This design comes from an exercise in tuning for small area, a short achievable clock period and few clock cycles per item on the open sky130 flow, not from production work.
Only simulation tests tie the RTL to the original design; equivalence was not proved.

birch:
Design gemv_stream_engine, start of the top module:
module gemv_stream_engine
#(
  parameter int unsigned SZ     = gemv_pkg::SZ_DEF,
  parameter int unsigned DW     = gemv_pkg::DW_DEF,
  parameter int unsigned N_ROWS = gemv_pkg::N_ROWS_DEF,
  parameter int unsigned AW     = gemv_pkg::gemv_aw(SZ, DW),
  localparam int unsigned IW    = (N_ROWS > 1) ? $clog2(N_ROWS) : 1
) (
  input  logic             clk,
  input  logic             rst_n,
  input  logic             start_i,
  input  logic             accum_i,
  input  logic [SZ*DW-1:0] w_i,
  input  logic             a_valid_i,
  output logic             a_ready_o,
  input  logic [SZ*DW-1:0] a_row_i,
  output logic             o_valid_o,
  input  logic             o_ready_i,
  output logic [DW-1:0]    o_data_o,
  output logic [IW-1:0]    o_idx_o,
  output logic             busy_o,
  output logic             done_o,
  output logic             ovf_o
);
Size: ~130 I/O pins.
Settings: LEC_CHECK=0, ABC_AREA=1, CAP_MARGIN=20, CORE_MARGIN=2, CORE_UTILIZATION=40, SETUP_SLACK_MARGIN=2.5, SLEW_MARGIN=20; clock period 9.0 ns.
standard.sh (not shown) runs the stock make flow with config.mk's settings and CLKGATE_MAP_FILE= SYNTH_SCRIPT=/design/flow/synth_recipe.tcl, a recipe that flattens the netlist after the stock synthesis.
==> flow/flow/run.sh <==
#!/bin/bash
# The standard layout, with the port buffers made from buf_4 cells instead of
# the buffer_ports default (a slow delay cell the resizer cannot swap out).
set -euo pipefail
export BUFFER_PORTS_ARGS="-buffer_cell sky130_fd_sc_hd__buf_4"
bash standard.sh finish > standard.log 2>&1
birch: flow completed, timing, DRC and antenna clean
Testbench counts of birch, summed over its fixed seeds: cycles 16,000, items 9,600.
Inputs modified between birch and oak:
==> flow/run.sh (new file) <==
#!/bin/bash
# synth_recipe.tcl (not shown) runs the flow's synth.tcl, then flattens the netlist and writes it again
# the make line also repeats each setting of config.mk as NAME=value (left out here)
make -C /OpenROAD-flow-scripts/flow DESIGN_CONFIG=/design/flow/config.mk WORK_HOME=/design/flow/orfs CLKGATE_MAP_FILE= SYNTH_SCRIPT=/design/flow/synth_recipe.tcl finish
removed: flow/flow/run.sh
removed: flow/standard.sh
[summary]
Of oak and birch, oak shows the higher global-route wire length before repair, with birch below it. Area overhead of the layout relative to synthesis ends up higher on oak. Number of global-route vias before repair was lower in birch than in oak. oak gives less maximum frequency than birch did. In oak, the fraction of area in registers came out 0.52 points below the value in birch. Delta (oak minus birch): detailed-placement wirelength estimate dropped 1.8%. On routed via count, oak and birch are neck and neck.

========
== job 9950 ==
gemv_stream_engine, a different RTL version from the one above (not shown whole).
Size in the first run: about 130 I/O pins, roughly 25000 um^2 of cells after synthesis.
==> flow/config.mk <==
export PLATFORM = sky130hd
export DESIGN_NAME = gemv_stream_engine
export DESIGN_NICKNAME = gemv_stream_engine
export VERILOG_FILES = /design/flow/design.v
export SDC_FILE = /design/flow/constraint.sdc
export NUM_CORES = 4
export LEC_CHECK = 0
export ABC_AREA = 1
export CAP_MARGIN = 10
export CORE_MARGIN = 2
export CORE_UTILIZATION = 40
export CTS_CLUSTER_DIAMETER = 120
export CTS_CLUSTER_SIZE = 16
export SETUP_SLACK_MARGIN = 3.5
export SLEW_MARGIN = 10
==> flow/constraint.sdc <==
create_clock -name core_clock -period 9.0 [get_ports {clk}]
set_input_delay 1.8000 -clock core_clock [delete_from_list [all_inputs] [get_ports {clk}]]
set_output_delay 1.8000 -clock core_clock [all_outputs]
set_load 0.01 [all_outputs]
==> flow/flow/run.sh <==
#!/bin/bash
# The standard layout with two changes:
#  - the port buffers are buf_1 cells on the inputs and buf_4 cells on the
#    outputs (flow/outbuf.tcl), instead of the buffer_ports default (a slow
#    delay cell that the resizer cannot swap out);
#  - after the standard synthesis, inverters around full and half adders are
#    removed by flipping full adders' polarity and rebuilding half adders that
#    take inverted inputs (flow/invpush2.py); registers and all other cells are
#    left as the standard synthesis made them.
set -euo pipefail
export BUFFER_PORTS_ARGS="-buffer_cell sky130_fd_sc_hd__buf_1"
export POST_GLOBAL_PLACE_TCL="$PWD/flow/outbuf.tcl"
bash standard.sh synth > standard_synth.log 2>&1
NET=orfs/results/sky130hd/gemv_stream_engine/base/1_2_yosys.v
cp $NET yosys_netlist_orig.v
python3 flow/invpush2.py yosys_netlist_orig.v $NET > invpush.log 2>&1
bash standard.sh finish > standard_finish.log 2>&1
==> flow/flow/outbuf.tcl <==
# After global placement: the port buffers were all made as buf_1; make the
# ones that drive output ports buf_4 (they drive the output load).
set from_cell [expr {[info exists ::env(OUTBUF_FROM)] ? $::env(OUTBUF_FROM) : "sky130_fd_sc_hd__buf_1"}]
set n 0
foreach bterm [[ord::get_db_block] getBTerms] {
  if { [$bterm getIoType] != "OUTPUT" } { continue }
  set net [$bterm getNet]
  if { $net == "NULL" } { continue }
  foreach iterm [$net getITerms] {
    if { ![$iterm isOutputSignal] } { continue }
    set inst [$iterm getInst]
    if { [[$inst getMaster] getName] == $from_cell } {
      replace_cell [get_cells [$inst getName]] sky130_fd_sc_hd__buf_4
      incr n
    }
  }
}
puts "outbuf: $n output port buffers made buf_4"
Other scripts of this flow, unchanged in this note and not shown: flow/flow/invpush2.py
Testbench counts of job 9950, summed over its fixed seeds: cycles 16,000, items 9,600.
--- input diff job 9950..job 1955 ---
Settings: SLEW_MARGIN changed from 10 to 20; CAP_MARGIN changed from 10 to 20; CTS_CLUSTER_SIZE changed from 16 to 14; CTS_CLUSTER_DIAMETER changed from 120 to 140.
==> flow/flow/run.sh <==
#!/bin/bash
# The standard layout with two changes:
#  - the port buffers are buf_4 cells instead of the buffer_ports default (a
#    slow delay cell that the resizer cannot swap out);
#  - after the standard synthesis, inverters around full and half adders are
#    removed by flipping full adders' polarity and rebuilding half adders that
#    take inverted inputs (flow/invpush2.py); registers and all other cells are
#    left as the standard synthesis made them.
set -euo pipefail
export BUFFER_PORTS_ARGS="-buffer_cell sky130_fd_sc_hd__buf_4"
bash standard.sh synth > standard_synth.log 2>&1
NET=orfs/results/sky130hd/gemv_stream_engine/base/1_2_yosys.v
cp $NET yosys_netlist_orig.v
python3 flow/invpush2.py yosys_netlist_orig.v $NET > invpush.log 2>&1
bash standard.sh finish > standard_finish.log 2>&1
removed: flow/flow/outbuf.tcl
### Flow results
Diff job 9950 -> job 1955: number of inserted filler cells in the final layout has increased, design area has increased.
Job 1955: final-layout clock buffer total about 8% above job 9950
Every stage of the flow completed for job 1955, and the final layout passed the timing, design-rule and antenna checks.
Job 9950 → job 1955: final critical path time including I/O delays and setup increased 0.016 ns; final-stage net count held.
Run comparison: job 1955 slowest cell on the critical path sky130_fd_sc_hd__fa_1; job 9950 slowest cell on the critical path sky130_fd_sc_hd__edfxtp_1
Modified inputs, job 7457 compared to job 1955
Settings: swapping 14 for 16 in CTS_CLUSTER_SIZE; swapping 140 for 120 in CTS_CLUSTER_DIAMETER.
==> flow/flow/run.sh <==
#!/bin/bash
# The standard layout with two changes:
#  - the port buffers are buf_1 cells on the inputs and buf_4 cells on the
#    outputs (flow/outbuf.tcl), instead of the buffer_ports default (a slow
#    delay cell that the resizer cannot swap out);
#  - after the standard synthesis, inverters around full and half adders are
#    removed by flipping full adders' polarity and rebuilding half adders that
#    take inverted inputs (flow/invpush2.py); registers and all other cells are
#    left as the standard synthesis made them.
set -euo pipefail
export BUFFER_PORTS_ARGS="-buffer_cell sky130_fd_sc_hd__buf_1"
export POST_GLOBAL_PLACE_TCL="$PWD/flow/outbuf.tcl"
bash standard.sh synth > standard_synth.log 2>&1
NET=orfs/results/sky130hd/gemv_stream_engine/base/1_2_yosys.v
cp $NET yosys_netlist_orig.v
python3 flow/invpush2.py yosys_netlist_orig.v $NET > invpush.log 2>&1
bash standard.sh finish > standard_finish.log 2>&1
==> flow/flow/outbuf.tcl (new file) <==
# After global placement: the port buffers were all made as buf_1; make the
# ones that drive output ports buf_4 (they drive the output load).
set n 0
foreach port [get_ports -filter "direction == output"] {
  set net [get_nets -of_objects $port]
  foreach pin [get_pins -of_objects $net -filter "direction == output"] {
    set inst [get_cells -of_objects $pin]
    if { [get_property [get_lib_cells -of_objects $inst] name] == "sky130_fd_sc_hd__buf_1" } {
      replace_cell $inst sky130_fd_sc_hd__buf_4
      incr n
    }
  }
}
puts "outbuf: $n output port buffers made buf_4"
==> results.txt <==
- Job 7457 failed in global placement with STA-0100.
- Comparing job 7457 against job 1955, there is no change at all in number of placement rows.
- Average cell area after synthesis: job 1955 vs job 7457 identical
- Chip height: job 7457 vs job 1955 identical
- Diff job 7457..job 1955 | number of ports placed on the die boundary | unchanged
- From job 7457 to job 1955, port buffer count did not move at all.
- Width of the chip: job 7457 vs job 1955 identical
- From job 7457 to job 1955, cell count after synthesis did not move at all.
- Delta (job 7457 minus job 1955): number of nets produced by synthesis held; post-synthesis instance area essentially unchanged.
- Comparing job 1955 against job 7457, there is no change at all in starting density of the core.
Here is what was changed in the inputs of job 9423 compared with job 7457.
Settings: swapping 120 for 90 in CTS_CLUSTER_DIAMETER; swapping 16 for 20 in CTS_CLUSTER_SIZE.
==> flow/flow/run.sh <==
#!/bin/bash
# The standard layout with two changes:
#  - the port buffers are buf_4 cells instead of the buffer_ports default (a
#    slow delay cell that the resizer cannot swap out);
#  - after the standard synthesis, inverters around full and half adders are
#    removed by flipping full adders' polarity and rebuilding half adders that
#    take inverted inputs (flow/invpush2.py); registers and all other cells are
#    left as the standard synthesis made them.
set -euo pipefail
export BUFFER_PORTS_ARGS="-buffer_cell sky130_fd_sc_hd__buf_4"
bash standard.sh synth > standard_synth.log 2>&1
NET=orfs/results/sky130hd/gemv_stream_engine/base/1_2_yosys.v
cp $NET yosys_netlist_orig.v
python3 flow/invpush2.py yosys_netlist_orig.v $NET > invpush.log 2>&1
bash standard.sh finish > standard_finish.log 2>&1
removed: flow/flow/outbuf.tcl
==> comparison <==
Having completed the whole flow, job 9423 delivered a layout that passed the timing, design-rule and antenna checks.
Any difference in I/O pin count between job 9423 and job 7457 is small enough to ignore.
Job 9423 and job 7457 ended up with nearly the same synthesized net count.
From job 9423 to job 7457, standard-cell row count did not move at all.
Reported for job 9423 and job 7457, x dimension of the die turned out identical to the last digit.
Reported for job 9423 and job 7457, number of buffer cells added on primary ports turned out identical to the last digit.
Starting utilization of the core area: job 9423 vs job 7457 identical
Job 7457 -> job 9423: synthesized cell count flat
Reported for job 9423 and job 7457, die extent in y turned out identical to the last digit.
Re average size of a mapped cell: no difference whatsoever between job 9423 and job 7457.
As far as synthesized area goes, job 9423 and job 7457 are indistinguishable; the numbers are identical.

afterwards: timing with drivers on the ports:
In the flow no input, the clock included, has a driving cell. The finished layouts below were timed again as built, in two steps. Step 1 (the two cells are an assumption about what drives the block):
set clk [get_ports {clk}]
set_driving_cell -lib_cell sky130_fd_sc_hd__clkbuf_16 $clk
set_driving_cell -lib_cell sky130_fd_sc_hd__buf_2 [delete_from_list [all_inputs] $clk]
Step 2 times the ports against the registers' clock, not the clock port: input delays grow and output delays shrink by t, the midpoint of the rising clock arrivals with the driver on. Slacks: no drivers / after step 1 / after step 2; pairs: no drivers / after step 1.
run | shift t [ns] | setup WS [ns] | worst hold slack (ns) | latest minus earliest clock arrival (ns) | cell pins on the clock port's net
birch | 0.579 | 2.789 / 2.789 / 2.376 | 0.417 / 0.417 / 0.417 | 0.031 / 0.031 | 1
oak | 0.560 | 2.566 / 2.588 / 2.028 | 0.422 / 0.422 / 0.422 | 0.031 / 0.031 | 1
job 9950 | 0.582 | 3.609 / 3.583 / 3.072 | 0.417 / 0.417 / 0.417 | 0.019 / 0.020 | 1
job 1955 | 0.597 | 3.593 / 3.554 / 3.020 | 0.395 / 0.395 / 0.395 | 0.039 / 0.039 | 1
job 9423 | 0.625 | 3.580 / 3.580 / 3.035 | 0.415 / 0.415 / 0.415 | 0.020 / 0.020 | 1
After both steps setup and hold are still met in every run listed. The setup slack of job 1955, which loses most, moves by -0.039 ns with the drivers and by -0.573 ns with both steps.
